This design comes from an exercise in tuning for small area, a short achievable clock period and few clock cycles per item on the open sky130 flow, not from production work.
The RTL was checked by simulation tests, not by an equivalence proof against the original design.

==> flow/design.v, too long to show whole: its modules and the start of the top module <==
// module mant_mul: 912 lines
// module mant_mul_cs: 531 lines
// module mant_sqr: 634 lines
// module asin_top: 571 lines
module asin_top
(
    input  logic        clock,
    input  logic        i_rst,
    input  logic        i_valid,
    output logic        o_ready,
    input  logic [31:0] i_x,
    output logic        o_valid,
    input  logic        i_ready,
    output logic [31:0] o_asin
);
  // ...
==> flow/run.sh <==
#!/bin/bash
# synth_recipe.tcl (not shown) runs the flow's synth.tcl, then flattens the netlist and writes it again
# the make line also repeats each setting of config.mk as NAME=value (left out here)
make -C /OpenROAD-flow-scripts/flow DESIGN_CONFIG=/design/flow/config.mk WORK_HOME=/design/flow/orfs CLKGATE_MAP_FILE= SYNTH_SCRIPT=/design/flow/synth_recipe.tcl finish
==> flow/config.mk <==
export PLATFORM = sky130hd
export DESIGN_NAME = asin_top
export DESIGN_NICKNAME = asin_top
export VERILOG_FILES = /design/flow/design.v
export SDC_FILE = /design/flow/constraint.sdc
export NUM_CORES = 4
export LEC_CHECK = 0
export ABC_CLOCK_PERIOD_IN_PS = 5000
export CAP_MARGIN = 20
export CORE_MARGIN = 2
export CORE_UTILIZATION = 55
export PLACE_DENSITY = 0.65
export SLEW_MARGIN = 20
==> flow/constraint.sdc <==
create_clock -name core_clock -period 27.0 [get_ports {clock}]
set_input_delay 5.4000 -clock core_clock [delete_from_list [all_inputs] [get_ports {clock}]]
set_output_delay 5.4000 -clock core_clock [all_outputs]
set_load 0.01 [all_outputs]
==> impl_metrics.json, run 1 <==
{
  "status": "complete, no violations",
  "worstReg2RegEnd": "o_asin[30]",
  "start_util": 0.553,
  "ant_nets": 0,
  "synth-compound-area-share": 0.104,
  "grt_pass1_wl_um": 367000,
  "hp-start": "c4[14]",
  "cts.clk_slew.worst_paths_ns": 0.06,
  "worstPathRequired_ns": 27.46,
  "nets": 10487,
  "clkLatencyLatePin_ns": 0.71,
  "overflow": 0,
  "num-nonclk-inverters": 1447,
  "clock-sinks": 780,
  "ioPinCount": 70,
  "cts_root_buffer": "clkbuf_16",
  "synth_edf_count": 32,
  "wl_per_cell_um": 21.8,
  "gp_congestion": 0.910,
  "dp_hpwl_um": 170000,
  "ctsHoldBuffers": 0
}
Testbench counts, summed over its fixed seeds: cycles 4,872, items 4,800.
==> run 2: changes to the inputs <==
==> flow/flow/run.sh (new file) <==
#!/bin/bash
# The standard layout, with the timing repair after placement, CTS and
# global routing asked to leave setup slack well beyond what the clock
# needs, so that the layout runs faster than the constraint requires.
# The clock period and every constraint stay the design's own.
set -euo pipefail
MARGIN=$(cat flow/margin.txt)
bash standard.sh SETUP_SLACK_MARGIN="$MARGIN" finish > standard_flow.log 2>&1
==> flow/flow/margin.txt (new file) <==
19
==> flow/standard.sh (new file) <==
#!/bin/bash
# synth_recipe.tcl (not shown) runs the flow's synth.tcl, then flattens the netlist and writes it again
# the make line also repeats each setting of config.mk as NAME=value (left out here)
make -C /OpenROAD-flow-scripts/flow DESIGN_CONFIG=/design/flow/config.mk WORK_HOME=/design/flow/orfs CLKGATE_MAP_FILE= SYNTH_SCRIPT=/design/flow/synth_recipe.tcl "${@:-finish}"
removed: flow/run.sh
==> run 2 against run 1 <==
Net effect: wire length grew 0.34%; global-route usage grew 0.052 points; count of clock-buffer cells in the layout stayed put; cell area increased by 0.30%; core utilization increased by 0.17 points; die area did not move; synthesized cell count stayed put; highest routed layer unchanged.
==> impl_metrics.json, run 2 <==
{
  "status": "complete, no violations",
  "dp_hpwl_um": 170000,
  "placed_cell_area_um2": 82900,
  "arrival_ns": 8.15,
  "cp-end-kind": "flop",
  "synth_edf_count": 32,
  "synth.top_cells.by_area": "fa_1 30%, dfxtp_1 19%, ha_1 6.7%, inv_1 6.7%, and2_1 6.5%",
  "finalClockSkew_ns": 0.0582,
  "cts_root_buffer": "clkbuf_16",
  "vias": 62433,
  "design_area_um2": 86000,
  "gp_congestion": 0.910,
  "start_util": 0.553,
  "post-place-ws_ns": 18.32,
  "ioPinCount": 70,
  "route.detailed.drc": 0,
  "yosysSeqAreaShare": 0.198,
  "cts_buffers": 84,
  "grt_max_degree": 65,
  "hp-start": "c4[14]",
  "ys_top_cells_by_count": "1424 x inv_1, 1207 x fa_1, 835 x nand2_1",
  "setup_tns_ns": 0,
  "crit_slowest_cell": "dfxtp_1",
  "critPathKind": "flop to flop",
  "place_inst": 10646,
  "final_cell_mix": "1424 x inv_1, 1207 x fa_1, 834 x nand2_1, 831 x and2_1, 740 x dfxtp_1",
  "syn_nets": 10621,
  "nets": 10500,
  "grt_setup_unrepaired": "false",
  "overflow": 0,
  "worstReg2RegEnd": "sq1[30]",
  "slowest_delay_ns": 0.92,
  "cts.clk_slew.worst_paths_ns": 0.07,
  "avgSynthCellArea_um2": 8.98,
  "areaGrowthSynthToFinish_pct": 7.11,
  "reg2regPathDepth": 25,
  "dr.first_iter.drc_count": 5128,
  "port_buffers": 69,
  "dieHeight_um": 386,
  "rrSetupSlack_ns": 19.45,
  "placeableCoreArea_um2": 145000,
  "min_path_cells": 0,
  "hold_end": "c5[14]",
  "yosysTopAreaCellShare": 0.301,
  "drt-total-wl_um": 236000,
  "wl_per_cell_um": 21.8,
  "hold_path.class": "flop to flop",
  "grt_pass1_wl_um": 367000,
  "worst_slack_ns": 19.45,
  "layout_commonest_cell": "inv_1",
  "stdcell_count": 10816,
  "first_pass_iters": 9,
  "synthCells": 8949,
  "yosysTopAreaCell": "fa_1",
  "yosysUniqueCellTypes": 108,
  "final_max_slew_viol_count": 0,
  "worstPathRequired_ns": 27.60,
  "cp_max_fo": 20,
  "fmax_mhz": 132,
  "synth_ff_type": "dfxtp_1",
  "post-route-min-period_ns": 7.55,
  "clock-sinks": 780,
  "routed_via_density": 5.77,
  "clkLatencyLatePin_ns": 0.71,
  "syn-cell-area_um2": 80300,
  "synth.most_common_cell": "inv_1",
  "cap_violations": 0,
  "rows": 140,
  "ant_nets": 0,
  "die_w_um": 386,
  "r2r-start": "x0[1]",
  "grt_pass1_vias": 63164,
  "cts_max_level": 3,
  "synth_warnings": 3,
  "drive_above_1_share": 0.0563,
  "antenna_found_initial": 11,
  "clock_path_buffers": 3,
  "ys_ff_latch": 780,
  "final_util": 0.592,
  "crit_top_cell": "fa_1",
  "maxSlewHeadroom": 0.225,
  "worst_pin_slew_ns": 1.16,
  "cts_tree": "built",
  "hold_viol": 0,
  "setup_viol": 0,
  "die-area_um2": 149000,
  "grt_use_total": 0.320,
  "cp-start-kind": "flop",
  "async_flop_share": 0,
  "fin_crit_sh": 0.280
}
==> run 2: cell types whose count changed in the layout (fill, tap and decap cells not counted), sizes merged <==
cell	change
diode	-1
mux2i	+1
a21oi	+1
buf	+9
o21ai	+1
clkbuf	+1
==> run 2: layout make-up <==
type / instances / area (µm²)
antenna: 3 / 7.51
tap: 1917 / 2400
clock inverter: 47 / 536
sequential: 780 / 15900
timing repair buffer: 230 / 1970
inverter: 1447 / 5430
clock buffer: 107 / 2290
multi-input combinational: 6285 / 57500
fill: 12858 / 59400
==> run 2: critical path, delay by kind of cell (launching register included) <==
kind | cells | cell delay (ns)
AOI/OAI and AO/OA | 5 | 1.12
adders and majority gates | 6 | 2.75
buffers and inverters | 5 | 0.65
DFF | 1 | 0.92
muxes | 1 | 0.35
and+or+nand+nor | 8 | 1.63
==> run 2: per-stage QoR <==
| stage | hold slack (ns) |
|---|---|
| floorplan | 0.310 |
| global placement | 0.310 |
| detailed placement | 0.312 |
| CTS | 0.291 |
| global route | 0.282 |
| finish | 0.287 |
==> run 2: cells by family after synthesis <==
group	after synthesis	synth area share
AO/OA/AOI/OAI	1250	0.104
XOR/XNOR	167	0.0183
adder cells (fa/ha/maj)	1645	0.369
buffers and inverters	1887	0.0886
flip-flops	780	0.198
multiplexers	301	0.0397
AND/OR/NAND/NOR	2919	0.182
==> run 2: worst max-delay path by stage <==
stage                start    endpoint  slack [ns]  depth (start not counted)
floorplan           x7[23]  o_asin[30]       19.99                         36
global placement    x7[23]  o_asin[10]       18.50                         34
detailed placement  x7[23]  o_asin[30]       18.32                         33
CTS                 x7[23]  o_asin[13]       19.05                         34
global route        x7[25]  o_asin[30]       19.00                         32
finish               x0[1]     sq1[30]       19.45                         25
==> run 2: metal layers <==
layer	GRT usage	vias up	share of wire
met5	0	-	0.00017
met4	0.132	6	0.045
met3	0.0464	567	0.073
met2	0.510	2534	0.46
met1	0.437	30988	0.42
li1	-	28338	-
==> run 2: what timing repair did <==
action	in CTS	in global routing
gates cloned	3	0
endpoints found under the setup margin	36	63
buffers inserted	0	10
pin swaps	2	2
gates resized for setup	11	27
hold buffers	0	0

-- what the ideal ports hide --
In the flow no input, the clock included, has a driving cell. The finished layouts below were timed again as built, in two steps.
Step 1 (the two cells are an assumption about what drives the block):
set clk [get_ports {clock}]
set_driving_cell -lib_cell sky130_fd_sc_hd__clkbuf_16 $clk
set_driving_cell -lib_cell sky130_fd_sc_hd__buf_2 [delete_from_list [all_inputs] $clk]
Step 2 moves the port delays by t, midway between the first and last clock arrival at a register: inputs arrive t later, outputs are due t later. That takes back most of the time a late clock gives input paths.
Three values: no drivers, after step 1, after step 2; two values: the first two.
| run | t, ns | setup slack, ns | latest minus earliest clock arrival (ns) |
|---|---|---|---|
| run 1 | 0.768 | 18.084 / 18.084 / 18.084 | 0.069 / 0.069 |
| run 2 | 0.766 | 19.448 / 19.448 / 19.448 | 0.069 / 0.069 |
After both steps every run listed still meets setup and hold.
